Context: an optimization exercise on an open-source flow, tuned for small area, a short achievable clock period and few clock cycles per item. The choices shown serve that exercise and are no tape-out recipe.
Function was checked by simulation only, so behaviour that the tests miss may differ from the original.
Power is estimated from default activity; no workload was simulated.

[flow/config.mk]
export PLATFORM = sky130hd
export DESIGN_NAME = rom_pin_net_resolver_top
export DESIGN_NICKNAME = rom_pin_net_resolver_top
export VERILOG_FILES = /design/flow/design.v
export SDC_FILE = /design/flow/constraint.sdc
export NUM_CORES = 4
export LEC_CHECK = 0
export CAP_MARGIN = 20
export CORE_MARGIN = 2
export CORE_UTILIZATION = 50
export SLEW_MARGIN = 20
[flow/constraint.sdc]
create_clock -name core_clock -period 6.0 [get_ports {clk}]
set_input_delay 1.2000 -clock core_clock [delete_from_list [all_inputs] [get_ports {clk}]]
set_output_delay 1.2000 -clock core_clock [all_outputs]
set_load 0.01 [all_outputs]
[flow/design.v]
package rpnr_pkg;
  localparam int PINS      = 28;
  localparam int PIN_W     = 5;
  localparam int OP_W      = 2;
  localparam int ADDR_W    = 16;
  localparam int DATA_W    = 8;
  localparam int POLICY_W  = 2;
  localparam int CFG_IDX_W = 1;
  localparam int LEVELS_W  = 2 * PINS;
  localparam int CFG_W     = LEVELS_W;
  localparam logic [OP_W-1:0] OP_LINK   = 2'd0;
  localparam logic [OP_W-1:0] OP_BEND   = 2'd1;
  localparam logic [OP_W-1:0] OP_DRIVES = 2'd2;
  localparam logic [POLICY_W-1:0] POL_RESET = 2'd2;
  localparam logic [LEVELS_W-1:0] ALL_FLOAT = 56'hAAAAAAAAAAAAAA;
  localparam logic [CFG_IDX_W-1:0] CFG_POLICY = 1'b0;
  localparam logic [CFG_IDX_W-1:0] CFG_DRIVES = 1'b1;
endpackage
import rpnr_pkg::*;
module rom_pin_net_resolver_top
(
  input  logic                 clk,
  input  logic                 rst,
  input  logic                 start,
  output logic                 busy,
  input  logic [OP_W-1:0]      op,
  input  logic [PIN_W-1:0]     pin_a,
  input  logic [PIN_W-1:0]     pin_b,
  input  logic                 connected,
  input  logic [ADDR_W-1:0]    address,
  input  logic [DATA_W-1:0]    data,
  output logic                 done,
  output logic                 accepted,
  output logic [DATA_W-1:0]    bent_byte,
  output logic [LEVELS_W-1:0]  pin_levels,
  input  logic                 cfg_valid,
  output logic                 cfg_ready,
  input  logic [CFG_IDX_W-1:0] cfg_index,
  input  logic [CFG_W-1:0]     cfg_data
);
  localparam int NT = PINS * (PINS - 1) / 2;
  localparam logic [PINS*6-1:0] PIN_SRC = {
    6'd33, 6'd15, 6'd13, 6'd8, 6'd9, 6'd11, 6'd32,
    6'd10, 6'd32, 6'd23, 6'd22, 6'd21, 6'd20, 6'd19,
    6'd32, 6'd18, 6'd17, 6'd16, 6'd0, 6'd1, 6'd2,
    6'd3, 6'd4, 6'd5, 6'd6, 6'd7, 6'd12, 6'd14
  };
  localparam logic [DATA_W*5-1:0] DATA_PIN =
    {5'd18, 5'd17, 5'd16, 5'd15, 5'd14, 5'd12, 5'd11, 5'd10};
  logic [NT-1:0]       adj_q;
  logic [NT-1:0]       cls_q;
  logic [PINS-1:0]     adj_m [PINS];
  logic [PINS-1:0]     cls_m [PINS];
  logic [POLICY_W-1:0] policy;
  logic [LEVELS_W-1:0] pin_drives;
  logic                search;
  logic                cutting;
  logic [PINS-1:0]     reach;
  logic [PIN_W-1:0]    pin_b_r;
  logic                start_beat;
  logic                pair_ok;
  logic                is_link;
  logic                is_read;
  logic                is_res;
  logic                link_ok;
  logic                join_ok;
  logic                cut_ok;
  logic [PINS-1:0]     oh_a;
  logic [PINS-1:0]     oh_b;
  logic [PINS-1:0]     oh_b_r;
  logic [PINS-1:0]     src_hi;
  logic [PINS-1:0]     src_lo;
  logic [PINS-1:0]     lv_hi;
  logic [PINS-1:0]     lv_lo;
  logic [PINS-1:0]     x_hi;
  logic [PINS-1:0]     net_hi;
  logic [PINS-1:0]     net_lo;
  logic [PINS-1:0]     x_adj;
  logic [PINS-1:0]     nbr;
  logic [PINS-1:0]     reach_next;
  logic                present;
  logic                hit_b;
  logic                grown;
  logic                search_end;
  logic                split;
  logic [PINS-1:0]     e_ab;
  logic [PINS-1:0]     cls_clr;
  logic [PINS-1:0]     cls_set;
  logic [LEVELS_W-1:0] new_levels;
  logic [DATA_W-1:0]   bent_new;
  assign busy       = search || cutting;
  assign cfg_ready  = 1'b1;
  assign start_beat = start && !busy;
  assign is_link    = (op == OP_LINK);
  assign is_read    = (op == OP_BEND);
  assign is_res     = (op == OP_DRIVES);
  assign pair_ok    = (pin_a < PIN_W'(PINS)) && (pin_b < PIN_W'(PINS)) && (pin_a != pin_b);
  assign link_ok    = start_beat && is_link && pair_ok;
  assign join_ok    = link_ok && connected;
  assign cut_ok     = link_ok && !connected && present;
  for (genvar i = 0; i < PINS; i++) begin : g_row
    assign oh_a[i]   = (pin_a == PIN_W'(i));
    assign oh_b[i]   = (pin_b == PIN_W'(i));
    assign oh_b_r[i] = (pin_b_r == PIN_W'(i));
    for (genvar j = 0; j < PINS; j++) begin : g_col
      if (i == j) begin : g_diag
        assign adj_m[i][j] = 1'b0;
        assign cls_m[i][j] = 1'b1;
      end else begin : g_off
        localparam int LO = (i < j) ? i : j;
        localparam int HI = (i < j) ? j : i;
        localparam int T  = LO * PINS - LO * (LO + 1) / 2 + (HI - LO - 1);
        assign adj_m[i][j] = adj_q[T];
        assign cls_m[i][j] = cls_q[T];
      end
    end
  end
  for (genvar i = 0; i < PINS; i++) begin : g_src
    localparam int S = int'(PIN_SRC[6*i +: 6]);
    if (S < 16) begin : g_addr
      assign src_hi[i] = address[S];
      assign src_lo[i] = !address[S];
    end else if (S < 32) begin : g_data
      assign src_hi[i] = data[S-16];
      assign src_lo[i] = !data[S-16];
    end else if (S == 32) begin : g_low
      assign src_hi[i] = 1'b0;
      assign src_lo[i] = 1'b1;
    end else begin : g_high
      assign src_hi[i] = 1'b1;
      assign src_lo[i] = 1'b0;
    end
    assign lv_hi[i] = (pin_drives[2*i +: 2] == 2'd1) || (pin_drives[2*i+1] && is_read && src_hi[i]);
    assign lv_lo[i] = (pin_drives[2*i +: 2] == 2'd0) || (pin_drives[2*i+1] && is_read && src_lo[i]);
  end
  assign x_hi  = is_link ? (oh_a | oh_b) : lv_hi;
  assign x_adj = search ? reach : oh_a;
  for (genvar i = 0; i < PINS; i++) begin : g_mv
    assign net_hi[i] = |(cls_m[i] & x_hi);
    assign net_lo[i] = |(cls_m[i] & lv_lo);
    assign nbr[i]    = |(adj_m[i] & x_adj);
  end
  assign present    = |(nbr & oh_b);
  assign reach_next = reach | nbr;
  assign hit_b      = |(reach_next & oh_b_r);
  assign grown      = (reach_next != reach);
  assign search_end = search && (hit_b || !grown);
  assign split      = search && !hit_b && !grown;
  assign e_ab    = link_ok ? (oh_a | oh_b) : '0;
  assign cls_clr = rst ? '1 : (cutting ? reach : '0);
  assign cls_set = rst ? '0 : (cutting ? reach : (join_ok ? net_hi : '0));
  for (genvar i = 0; i < PINS; i++) begin : g_ui
    for (genvar j = i + 1; j < PINS; j++) begin : g_uj
      localparam int T = i * PINS - i * (i + 1) / 2 + (j - i - 1);
      always_ff @(posedge clk) begin
        if (rst) begin
          adj_q[T] <= 1'b0;
        end else if (e_ab[i] && e_ab[j]) begin
          adj_q[T] <= connected;
        end
        cls_q[T] <= (cls_q[T] && !cls_clr[i] && !cls_clr[j]) || (cls_set[i] && cls_set[j]);
      end
    end
  end
  always_ff @(posedge clk) begin
    if (start_beat) begin
      reach   <= oh_a | (nbr & ~oh_b);
      pin_b_r <= pin_b;
    end else begin
      reach   <= reach_next;
    end
  end
  always_ff @(posedge clk) begin
    if (rst) begin
      search  <= 1'b0;
      cutting <= 1'b0;
      done    <= 1'b0;
    end else begin
      search  <= cut_ok || (search && !search_end);
      cutting <= split;
      done    <= (start_beat && !cut_ok) || (search && hit_b) || cutting;
    end
  end
  always_ff @(posedge clk) begin
    if (rst) begin
      policy     <= POL_RESET;
      pin_drives <= ALL_FLOAT;
    end else if (cfg_valid) begin
      if (cfg_index == CFG_POLICY) begin
        policy <= cfg_data[POLICY_W-1:0];
      end else begin
        pin_drives <= cfg_data;
      end
    end
  end
  always_comb begin
    for (int i = 0; i < PINS; i++) begin
      new_levels[2*i]   = net_hi[i] && (!net_lo[i] || policy == 2'd0);
      new_levels[2*i+1] = (!net_hi[i] && !net_lo[i]) || (net_hi[i] && net_lo[i] && policy[1]);
    end
    for (int k = 0; k < DATA_W; k++) begin
      bent_new[k] = new_levels[2*int'(DATA_PIN[5*k +: 5])+1] ? data[k] :
                    new_levels[2*int'(DATA_PIN[5*k +: 5])];
    end
  end
  always_ff @(posedge clk) begin
    if (start_beat) begin
      accepted  <= is_link ? pair_ok : (is_read || is_res);
      bent_byte <= is_read ? bent_new : data;
    end
  end
  always_ff @(posedge clk) begin
    if (rst) begin
      pin_levels <= ALL_FLOAT;
    end else if (start_beat && (is_read || is_res)) begin
      pin_levels <= new_levels;
    end
  end
endmodule
[flow/run.sh]
#!/bin/bash
# synth_recipe.tcl (not shown) runs the flow's synth.tcl, then flattens the netlist and writes it again
# the make line also repeats each setting of config.mk as NAME=value (left out here)
make -C /OpenROAD-flow-scripts/flow DESIGN_CONFIG=/design/flow/config.mk WORK_HOME=/design/flow/orfs CLKGATE_MAP_FILE= SYNTH_SCRIPT=/design/flow/synth_recipe.tcl finish
==> results of run 1 <==
[power by group through the flow]
stage / combinational, mW / clock, mW / sequential, mW
global placement: 2.25 / 0 / 6.40
floorplan: 0.970 / 0 / 6.35
CTS: 2.26 / 6.56 / 6.27
detailed placement: 2.25 / 0 / 6.41
[worst min-delay path by stage]
stage                    from              to  slack [ns]  cells after the start
3_3_place_gp   pin_levels[40]  pin_levels[40]        0.44                      2
4_1_cts        pin_levels[30]  pin_levels[30]        0.45                      2
2_1_floorplan   pin_drives[0]   pin_drives[0]        0.43                      2
3_5_place_dp   pin_levels[30]  pin_levels[30]        0.45                      2
[cells by family after synthesis]
group,share of synthesized area
and+or+nand+nor,0.215
other,0.0000676
adders and majority gates,0.000451
xor gates and xnor gates,0.000790
AOI/OAI and AO/OA,0.375
buffers and inverters,0.0588
muxes,0.0173
DFF,0.333
[cell usage after synthesis (17+ instances only)]
master     count
o22ai_1      180
a31oi_1       35
a311oi_1      24
or2_2         42
a21oi_1      618
buf_4         18
a211oi_1      19
or3_1         25
a22oi_1      585
buf_1         54
a22o_1       301
and3_1       136
a222oi_1      52
buf_2        102
mux2i_1       61
nor3_1        61
nor2_1       316
nor2b_1       42
inv_1         27
dfxtp_1      901
mux2_2        30
o21a_1       178
a221oi_1     313
a211o_1       31
nand3_1      837
nand3b_1      59
a21boi_1      17
nand2_1      498
clkbuf_1     589
a2111oi_0     55
o21ai_0      450
nand4_1      174
nand2b_1      48
[routing by layer]
metal / global-route usage / GRT overflow
met1: 0.877 / 65
met4: 0.676 / 69
met2: 0.912 / 79
met3: 0.746 / 88
met5: 0.617 / 10
==> impl_metrics.tcl, run 1 <==
set metrics [dict create \
    yosys.area.top_type "dfxtp_1" \
    synth-edff-count 14 \
    fp.dieH_um 337 \
    pin_count 166 \
    htreeDepth 3 \
    syn-num-nets 7270 \
    placed_cell_area_sq_um 61400 \
    track_usage 0.825 \
    initial_core_util 0.502 \
    place_inst 8607 \
    async_flop_share 0 \
    clockBufferDepth 3 \
    portBuffers 164 \
    cts_made_buffers 97 \
    syn_area_sq_um 55500 \
    yosysTopAreaCellShare 0.325 \
    fp-row-count 122 \
    postCtsSetupBuffers 0 \
    synthCells 7170 \
    yosysSeqAreaShare 0.333 \
    ys.flop_type "dfxtp_1" \
    ys_top_cells_by_area "dfxtp_1, a22oi_1, nand3_1" \
    hold_buffers 0 \
    cts-root-buf "clkbuf_16" \
    place.gp.congestion 1.48 \
    hpwl_mm 327 \
    ys_seq_elements 915 \
    grt_pass1_vias 80400 \
    grt_max_degree 213 \
    synthDistinctLibCells 92 \
    clkSinkCount 915 \
    status "stopped before the end" \
    yosysWarnings 3 \
    cts.repair.resized 0 \
    grt_pass1_wl_mm 668 \
    overflow 311 \
    pre_cts_slack_ns 0.218 \
    fp.dieW_um 337 \
    stop_stage "global routing (5_1_grt)" \
    synth.avg_cell_area_sq_um 7.73 \
    tool.error "[ERROR GRT-0116] Global routing finished with congestion. Check the congestion regions in the DRC Viewer." \
]
Testbench counts, summed over its fixed seeds: cycles 6,771, items 5,558.
==> run 2: changes to the inputs <==
--- a/flow/design.v
+++ b/flow/design.v
@@ -53,5 +53,6 @@
   logic [PINS-1:0]     cls_m [PINS];
   logic [POLICY_W-1:0] policy;
-  logic [LEVELS_W-1:0] pin_drives;
+  logic [PINS-1:0]     force_hi;
+  logic [PINS-1:0]     force_lo;
   logic                search;
   logic                cutting;
@@ -131,6 +132,6 @@
       assign src_lo[i] = 1'b0;
     end
-    assign lv_hi[i] = (pin_drives[2*i +: 2] == 2'd1) || (pin_drives[2*i+1] && is_read && src_hi[i]);
-    assign lv_lo[i] = (pin_drives[2*i +: 2] == 2'd0) || (pin_drives[2*i+1] && is_read && src_lo[i]);
+    assign lv_hi[i] = force_hi[i] || (!force_lo[i] && is_read && src_hi[i]);
+    assign lv_lo[i] = force_lo[i] || (!force_hi[i] && is_read && src_lo[i]);
   end
   assign x_hi  = is_link ? (oh_a | oh_b) : lv_hi;
@@ -184,11 +185,15 @@
   always_ff @(posedge clk) begin
     if (rst) begin
-      policy     <= POL_RESET;
-      pin_drives <= ALL_FLOAT;
+      policy   <= POL_RESET;
+      force_hi <= '0;
+      force_lo <= '0;
     end else if (cfg_valid) begin
       if (cfg_index == CFG_POLICY) begin
         policy <= cfg_data[POLICY_W-1:0];
       end else begin
-        pin_drives <= cfg_data;
+        for (int i = 0; i < PINS; i++) begin
+          force_hi[i] <= (cfg_data[2*i +: 2] == 2'd1);
+          force_lo[i] <= (cfg_data[2*i +: 2] == 2'd0);
+        end
       end
     end
--- a/flow/config.mk
+++ b/flow/config.mk
@@ -6,6 +6,8 @@
 export NUM_CORES = 4
 export LEC_CHECK = 0
+export ABC_CLOCK_PERIOD_IN_PS = 3000
 export CAP_MARGIN = 20
 export CORE_MARGIN = 2
-export CORE_UTILIZATION = 50
+export CORE_UTILIZATION = 35
+export SETUP_SLACK_MARGIN = 2.0
 export SLEW_MARGIN = 20
==> impl_metrics.tcl, run 2 <==
set metrics [dict create \
    fp.dieW_um 400 \
    syn_area_sq_um 55000 \
    yosysTopAreaCellShare 0.328 \
    initial_core_util 0.352 \
    grt_max_degree 192 \
    htreeDepth 3 \
    synthCells 6897 \
    hold_buffers 0 \
    grt_pass1_vias 90800 \
    pin_count 166 \
    synth-edff-count 14 \
    hpwl_mm 413 \
    synthDistinctLibCells 103 \
    stop_stage "global routing (5_1_grt)" \
    yosysWarnings 3 \
    status "stopped before the end" \
    syn-num-nets 6997 \
    fp.dieH_um 400 \
    track_usage 0.819 \
    ys_top_cells_by_count "dfxtp_1, nand3_1, a22oi_1, a21oi_1, clkbuf_1" \
    clkSinkCount 915 \
    fp-row-count 145 \
    yosysSeqAreaShare 0.336 \
    grt_pass1_wl_mm 953 \
    ys_top_cells_by_area "dfxtp_1, a22oi_1, nand3_1" \
    cts_made_buffers 104 \
    clockBufferDepth 3 \
    place_inst 9113 \
    portBuffers 164 \
    ys_seq_elements 915 \
    place.gp.congestion 1.31 \
    yosysMostFrequentCell "dfxtp_1" \
    tool.error "[ERROR GRT-0116] Global routing finished with congestion. Check the congestion regions in the DRC Viewer." \
    overflow 2427 \
    placed_cell_area_sq_um 64200 \
    cts-root-buf "clkbuf_16" \
    ys.flop_type "dfxtp_1" \
    async_flop_share 0 \
    synth.avg_cell_area_sq_um 7.97 \
    yosys.area.top_type "dfxtp_1" \
]
## run 2: how the worst max path moves through the flow
stage / from / end / slack, ns / cells past startpoint
floorplan: pin_a[2] / done / 1.96 / 14
global placement: pin_a[0] / done / -0.37 / 13
detailed placement: op[1] / cls_q[161] / 0.26 / 13
CTS: search / done / 1.89 / 14
## run 2: through the flow
stage,setup TNS (ns),worst slack [ns],util
CTS,0,1.89,0.448
detailed placement,0,0.260,0.411
global placement,-1.05,-0.371,0.410
floorplan,0,1.96,-
## run 2: kinds of logic after synthesis
kind of cell    Yosys count  synth area share
fa+ha+maj                 2          0.000455
buf+inv                 847            0.0655
compound gates         2914             0.385
other cells               1         0.0000682
mux                      92            0.0178
simple gates           2121             0.195
flops                   915             0.336
xor+xnor                  5          0.000796
## run 2: power by group through the flow
stage               clock, mW  sequential (mW)  combinational [mW]
global placement            0             6.41                2.38
CTS                      7.34             6.27                2.50
detailed placement          0             6.40                2.37
floorplan                   0             6.32               0.883
## run 2: per-layer routing
metal / track usage / GRT overflow
met3: 0.687 / 90
met1: 0.834 / 69
met2: 0.957 / 1385
met4: 0.798 / 873
met5: 0.385 / 10
## run 2: timing repair
action | CTS
gates resized for setup | 218
setup buffers | 68
setup endpoints to repair | 449
gates cloned | 9
pin swaps | 47
Testbench counts of run 2, summed over its fixed seeds: cycles 6,771, items 5,558.
==> run 3: changes to the inputs <==
--- a/flow/config.mk
+++ b/flow/config.mk
@@ -6,8 +6,8 @@
 export NUM_CORES = 4
 export LEC_CHECK = 0
-export ABC_CLOCK_PERIOD_IN_PS = 3000
 export CAP_MARGIN = 20
 export CORE_MARGIN = 2
-export CORE_UTILIZATION = 35
+export CORE_UTILIZATION = 25
+export PLACE_DENSITY = 0.3
 export SETUP_SLACK_MARGIN = 2.0
 export SLEW_MARGIN = 20
==> impl_metrics.tcl, run 3 <==
set metrics [dict create \
    fp.dieW_um 473 \
    track_usage 0.579 \
    fin_nets 7675 \
    first_pass_iters 11 \
    syn_area_sq_um 55000 \
    fp-row-count 172 \
    async_flop_share 0 \
    tightest_slew_ns 1.40 \
    whs_path_depth 2 \
    ys.flop_type "dfxtp_1" \
    post-route-min-period_ns 4.39 \
    synth-edff-count 14 \
    max-cap-violations 0 \
    antenna_found_initial 150 \
    critPathMaxStageDelay_ns 0.71 \
    hpwl_mm 493 \
    synthCells 6897 \
    drt_iter0_markers 21000 \
    critical_path_arrival_ns 5.05 \
    synthDistinctLibCells 103 \
    rsz0062_at_grt "true" \
    p_int_mw 11.3 \
    worst_path_max_delay_cell "nand4_1" \
    cp_max_fo 3 \
    area_growth_syn_to_layout_pct 39.7 \
    setup_viol 0 \
    crit_required_ns 6.66 \
    ant_nets 0 \
    initial_core_util 0.251 \
    ys_seq_elements 915 \
    layout_common_cells "buf_4, dfxtp_1, nand3_1, a22oi_1, a21oi_1" \
    postLayoutCellArea_sq_um 76800 \
    fmax_mhz 228 \
    clk_pin_slew_ns 0.07 \
    critPathKind "reg -> reg" \
    yosysSeqAreaShare 0.336 \
    fin_skew_ns 0.107 \
    grt_pass1_wl_mm 844 \
    cts_made_buffers 115 \
    grt_max_degree 179 \
    rr_worst_depth 12 \
    fp.dieArea_sq_um 224000 \
    yosysTopAreaCellShare 0.328 \
    syn-num-nets 6997 \
    portBuffers 164 \
    worstPathCellList "buf_6, a22oi_2, nand4_1, o31ai_4, nand4_1, buf_4, or3_4, o211ai_1, o2111ai_2, or4_4, o2111ai_2, o311ai_1" \
    cts-root-buf "clkbuf_16" \
    vias_per_cell 8.13 \
    ys_top_cells_by_count "dfxtp_1, nand3_1, a22oi_1, a21oi_1, clkbuf_1" \
    biggestRegsByFlops "adj_q x378, cls_q x378, pin_levels x56" \
    yosysWarnings 3 \
    clkPwrFrac 0.444 \
    place.gp.congestion 1.16 \
    drive_above_1_share 0.247 \
    placed_cell_area_sq_um 66400 \
    grt_pass1_vias 73100 \
    hp-class "reg -> reg" \
    vdd_drop_max_mv 0.286 \
    leakagePower_nw 26.5 \
    overflow 0 \
    via_count 87000 \
    ys_top_cells_by_area "dfxtp_1, a22oi_1, nand3_1" \
    hold_buffers 0 \
    cellPowerDensity_nw_per_um2 227 \
    slew_headroom 0.0657 \
    sequentialPowerShare 0.363 \
    power_frac_comb 0.193 \
    synth.avg_cell_area_sq_um 7.97 \
    coreArea_sq_um 219000 \
    p_switching_mw 6.16 \
    end_kind "flip-flop" \
    yosys.area.top_type "dfxtp_1" \
    cts_tree "yes" \
    fp.dieH_um 473 \
    fin_util 0.351 \
    setup_tns_ns 0 \
    pin_count 166 \
    htreeDepth 3 \
    num-fill-cells 22700 \
    clockBufferDepth 3 \
    clkSinkCount 915 \
    startpoint_type "flip-flop" \
    sw_frac_of_total 0.354 \
    routed_wl_mm 692 \
    finalHoldViolCount 0 \
    fin_crit_sh 0.732 \
    worstSkewPairLatency_ns 0.88 \
    status "complete, no violations" \
    wl_per_cell_um 64.6 \
    mostFrequentLayoutCell "buf_4" \
    finalMaxSlewViolations 0 \
    drc 0 \
    yosysMostFrequentCell "dfxtp_1" \
]
[run 3: cell counts after synthesis]
Identical to the previous run, type by type.
[run 3: path summary, 6_finish.rpt]
| check | slack [ns] | end | from |
|---|---|---|---|
| setup / recovery | 1.61 | done | adj_q[230] |
| hold reg to reg | 0.45 | pin_levels[0] | pin_levels[0] |
| setup reg to reg | 1.61 | done | adj_q[230] |
| hold / removal | 0.45 | pin_levels[0] | pin_levels[0] |
[run 3: logic make-up (layout without fill, tap and decap cells)]
| group | after synthesis | count (layout) | synth area share |
|---|---|---|---|
| fa+ha+maj | 2 | 2 | 0.000455 |
| buf+inv | 847 | 1624 | 0.0655 |
| simple gates | 2121 | 2123 | 0.195 |
| xor+xnor | 5 | 5 | 0.000796 |
| flops | 915 | 915 | 0.336 |
| compound gates | 2914 | 2914 | 0.385 |
| mux | 92 | 93 | 0.0178 |
| other cells | 1 | 161 | 0.0000682 |
[run 3: area by class of cell]
type / instances / area [sq um] / share of cell area
Clock inverter: 67 / 782 / 0.0102
Tap cell: 2871 / 3590 / 0.0467
Timing Repair Buffer: 1344 / 14000 / 0.182
Clock buffer: 152 / 3230 / 0.0420
Multi-Input combinational cell: 5138 / 36100 / 0.470
Inverter: 61 / 240 / 0.00313
Antenna cell: 160 / 400 / 0.00521
Sequential cell: 915 / 18500 / 0.241
[run 3: per-layer routing]
metal	share of wire	global-route usage	wire [um]
met5	0.010	0.203	7180
met4	0.075	0.320	51500
met3	0.20	0.459	138000
met2	0.34	0.683	232000
met1	0.38	0.697	262000
[run 3: repair_timing]
action,CTS,global route
setup endpoints to repair,479,402
pin swaps,73,144
gates resized for setup,270,286
gates cloned,16,21
setup buffers,160,127
[run 3: critical path: cells and delay by family (launching register included)]
kind / cells / cell delay, ns
AND/OR/NAND/NOR: 4 / 1.85
AO/OA/AOI/OAI: 6 / 1.74
buffers and inverters: 2 / 0.32
flip-flops: 1 / 0.31
[run 3: power groups by stage]
| stage | combinational, mW | sequential, mW | clock (mW) |
|---|---|---|---|
| global placement | 2.64 | 6.44 | 0 |
| global route | 3.13 | 6.30 | 7.86 |
| detailed placement | 2.63 | 6.44 | 0 |
| CTS | 2.85 | 6.30 | 7.68 |
| finish | 3.37 | 6.32 | 7.73 |
| floorplan | 0.883 | 6.32 | 0 |
[run 3: per-stage QoR]
step / hold WS [ns] / setup slack, ns / power, mW / cells
after global routing: 0.477 / 1.78 / 17.3 / 10600
final: 0.449 / 1.61 / 17.4 / 10700
after CTS: 0.456 / 1.93 / 16.8 / 10400
after detailed placement: 0.447 / -0.0691 / 9.06 / 10000
after global placement: 0.441 / -0.616 / 9.08 / 9999
after floorplan: 0.451 / 1.96 / 7.21 / 6897
==> run 4: changes to the inputs <==
--- a/flow/design.v
+++ b/flow/design.v
@@ -75,4 +75,5 @@
   logic [PINS-1:0]     lv_lo;
   logic [PINS-1:0]     x_hi;
+  logic [PINS-1:0]     x_lo;
   logic [PINS-1:0]     net_hi;
   logic [PINS-1:0]     net_lo;
@@ -136,8 +137,9 @@
   end
   assign x_hi  = is_link ? (oh_a | oh_b) : lv_hi;
-  assign x_adj = search ? reach : oh_a;
+  assign x_lo  = search ? reach : (is_link ? oh_a : lv_lo);
+  assign x_adj = x_lo;
   for (genvar i = 0; i < PINS; i++) begin : g_mv
     assign net_hi[i] = |(cls_m[i] & x_hi);
-    assign net_lo[i] = |(cls_m[i] & lv_lo);
+    assign net_lo[i] = |(cls_m[i] & x_lo);
     assign nbr[i]    = |(adj_m[i] & x_adj);
   end
--- a/flow/config.mk
+++ b/flow/config.mk
@@ -8,6 +8,6 @@
 export CAP_MARGIN = 20
 export CORE_MARGIN = 2
-export CORE_UTILIZATION = 25
-export PLACE_DENSITY = 0.3
-export SETUP_SLACK_MARGIN = 2.0
+export CORE_UTILIZATION = 27
+export PLACE_DENSITY = 0.32
+export SETUP_SLACK_MARGIN = 3.0
 export SLEW_MARGIN = 20
==> impl_metrics.tcl, run 4 <==
set metrics [dict create \
    status "stopped before the end" \
    stop_stage "global routing (5_1_grt)" \
    tool.error "[ERROR GRT-0116] Global routing finished with congestion. Check the congestion regions in the DRC Viewer." \
    yosysTopAreaCellShare 0.324 \
    synthDistinctLibCells 100 \
    initial_core_util 0.272 \
    yosysMostFrequentCell "dfxtp_1" \
    yosysWarnings 3 \
    grt_max_degree 161 \
    ys.flop_type "dfxtp_1" \
    async_flop_share 0 \
    hold_buffers 0 \
    track_usage 0.777 \
    yosysSeqAreaShare 0.332 \
    portBuffers 164 \
    clockBufferDepth 3 \
    ys_seq_elements 915 \
    grt_pass1_wl_mm 1140 \
    syn_area_sq_um 55600 \
    synthCells 7085 \
    synth.avg_cell_area_sq_um 7.85 \
    fp-row-count 166 \
    placed_cell_area_sq_um 72500 \
    cts-root-buf "clkbuf_16" \
    ys_top_cells_by_area "dfxtp_1, a22oi_1, a21oi_1" \
    place.gp.congestion 1.20 \
    clkSinkCount 915 \
    overflow 1339 \
    fp.dieW_um 458 \
    yosys.area.top_type "dfxtp_1" \
    syn-num-nets 7185 \
    pin_count 166 \
    ys_top_cells_by_count "dfxtp_1, a22oi_1, a21oi_1, clkbuf_1, nand3_1" \
    fp.dieH_um 458 \
    synth-edff-count 14 \
    hpwl_mm 515 \
    cts_made_buffers 114 \
    grt_pass1_vias 101000 \
    htreeDepth 3 \
]
[run 4: cell types whose count changed after synthesis, moves of 85 or more]
cell      before  now
a21oi_1      554  646
a22o_1       319  158
nand3_1      676  584
a221oi_1     298  154
buf_2        174   71
and3_1       143   53
clkbuf_1     520  606
o21ai_0      421  506
a22oi_1      605  800
nand2_1      320  463
[run 4: kinds of logic after synthesis]
kind of cell	Yosys count	synth area share
flip-flops	915	0.332
buffers and inverters	850	0.0621
adder cells (fa/ha/maj)	2	0.000450
AND/OR/NAND/NOR	2080	0.188
AO/OA/AOI/OAI	3202	0.411
other	1	0.0000674
multiplexers	30	0.00574
XOR/XNOR	5	0.000788
[run 4: repair_timing]
item                                     CTS
endpoints found under the setup margin   867
cloned                                    60
pin swaps                                408
gates resized for setup                 1030
buffers inserted                         327
[run 4: how the worst max path moves through the flow]
stage                     start      to  slack (ns)  cells after the start
after floorplan           op[1]  search        1.65                     17
after global placement    op[1]    done       -1.18                     22
after detailed placement  op[1]  search       -0.74                     19
after CTS                 op[1]    done        1.31                     22
[run 4: layer usage]
| metal | GRT usage | GRT overflow |
|---|---|---|
| met2 | 0.924 | 768 |
| met3 | 0.640 | 35 |
| met4 | 0.763 | 509 |
| met5 | 0.273 | 7 |
| met1 | 0.788 | 20 |
[run 4: through the flow]
step | std cells | hold WS, ns | util | setup slack, ns
3_3_place_gp | 10500 | 0.444 | 0.354 | -1.18
3_5_place_dp | 10500 | 0.450 | 0.355 | -0.739
2_1_floorplan | 7085 | 0.451 | - | 1.65
4_1_cts | 11100 | 0.455 | 0.419 | 1.31
[run 4: power groups by stage]
stage	combinational, mW	sequential, mW	clock [mW]
3_3_place_gp	3.21	6.41	0
4_1_cts	3.73	6.28	7.72
2_1_floorplan	1.11	6.34	0
3_5_place_dp	3.20	6.41	0
Testbench counts of run 4, summed over its fixed seeds: cycles 6,771, items 5,558.

==> port drivers added, routing unchanged <==
The results above use ideal ports. As a check the final layout listed here was re-extracted and re-timed, cells and wires unchanged.
Step 1 (the two cells are an assumption about what drives the block):
set clk [get_ports {clk}]
set_driving_cell -lib_cell sky130_fd_sc_hd__clkbuf_16 $clk
set_driving_cell -lib_cell sky130_fd_sc_hd__buf_2 [delete_from_list [all_inputs] $clk]
Step 2 adds t to the input delays and takes it off the output delays; t is the mean of the earliest and latest rising clock arrival at the registers after step 1. Input paths then give back, and output paths get back, about the clock's delay inside the block.
Slacks: no drivers / after step 1 / after step 2; pairs: no drivers / after step 1.
run: run 3
t, ns: 0.934
slack for setup (ns): 1.608 / 1.591 / 0.657
latest minus earliest clock arrival (ns): 0.114 / 0.114
pins driven straight from the clock port: 1
After both steps setup and hold are still met in run 3. For run 3, drivers alone change the setup slack by -0.017 ns; drivers and shift together by -0.951 ns.
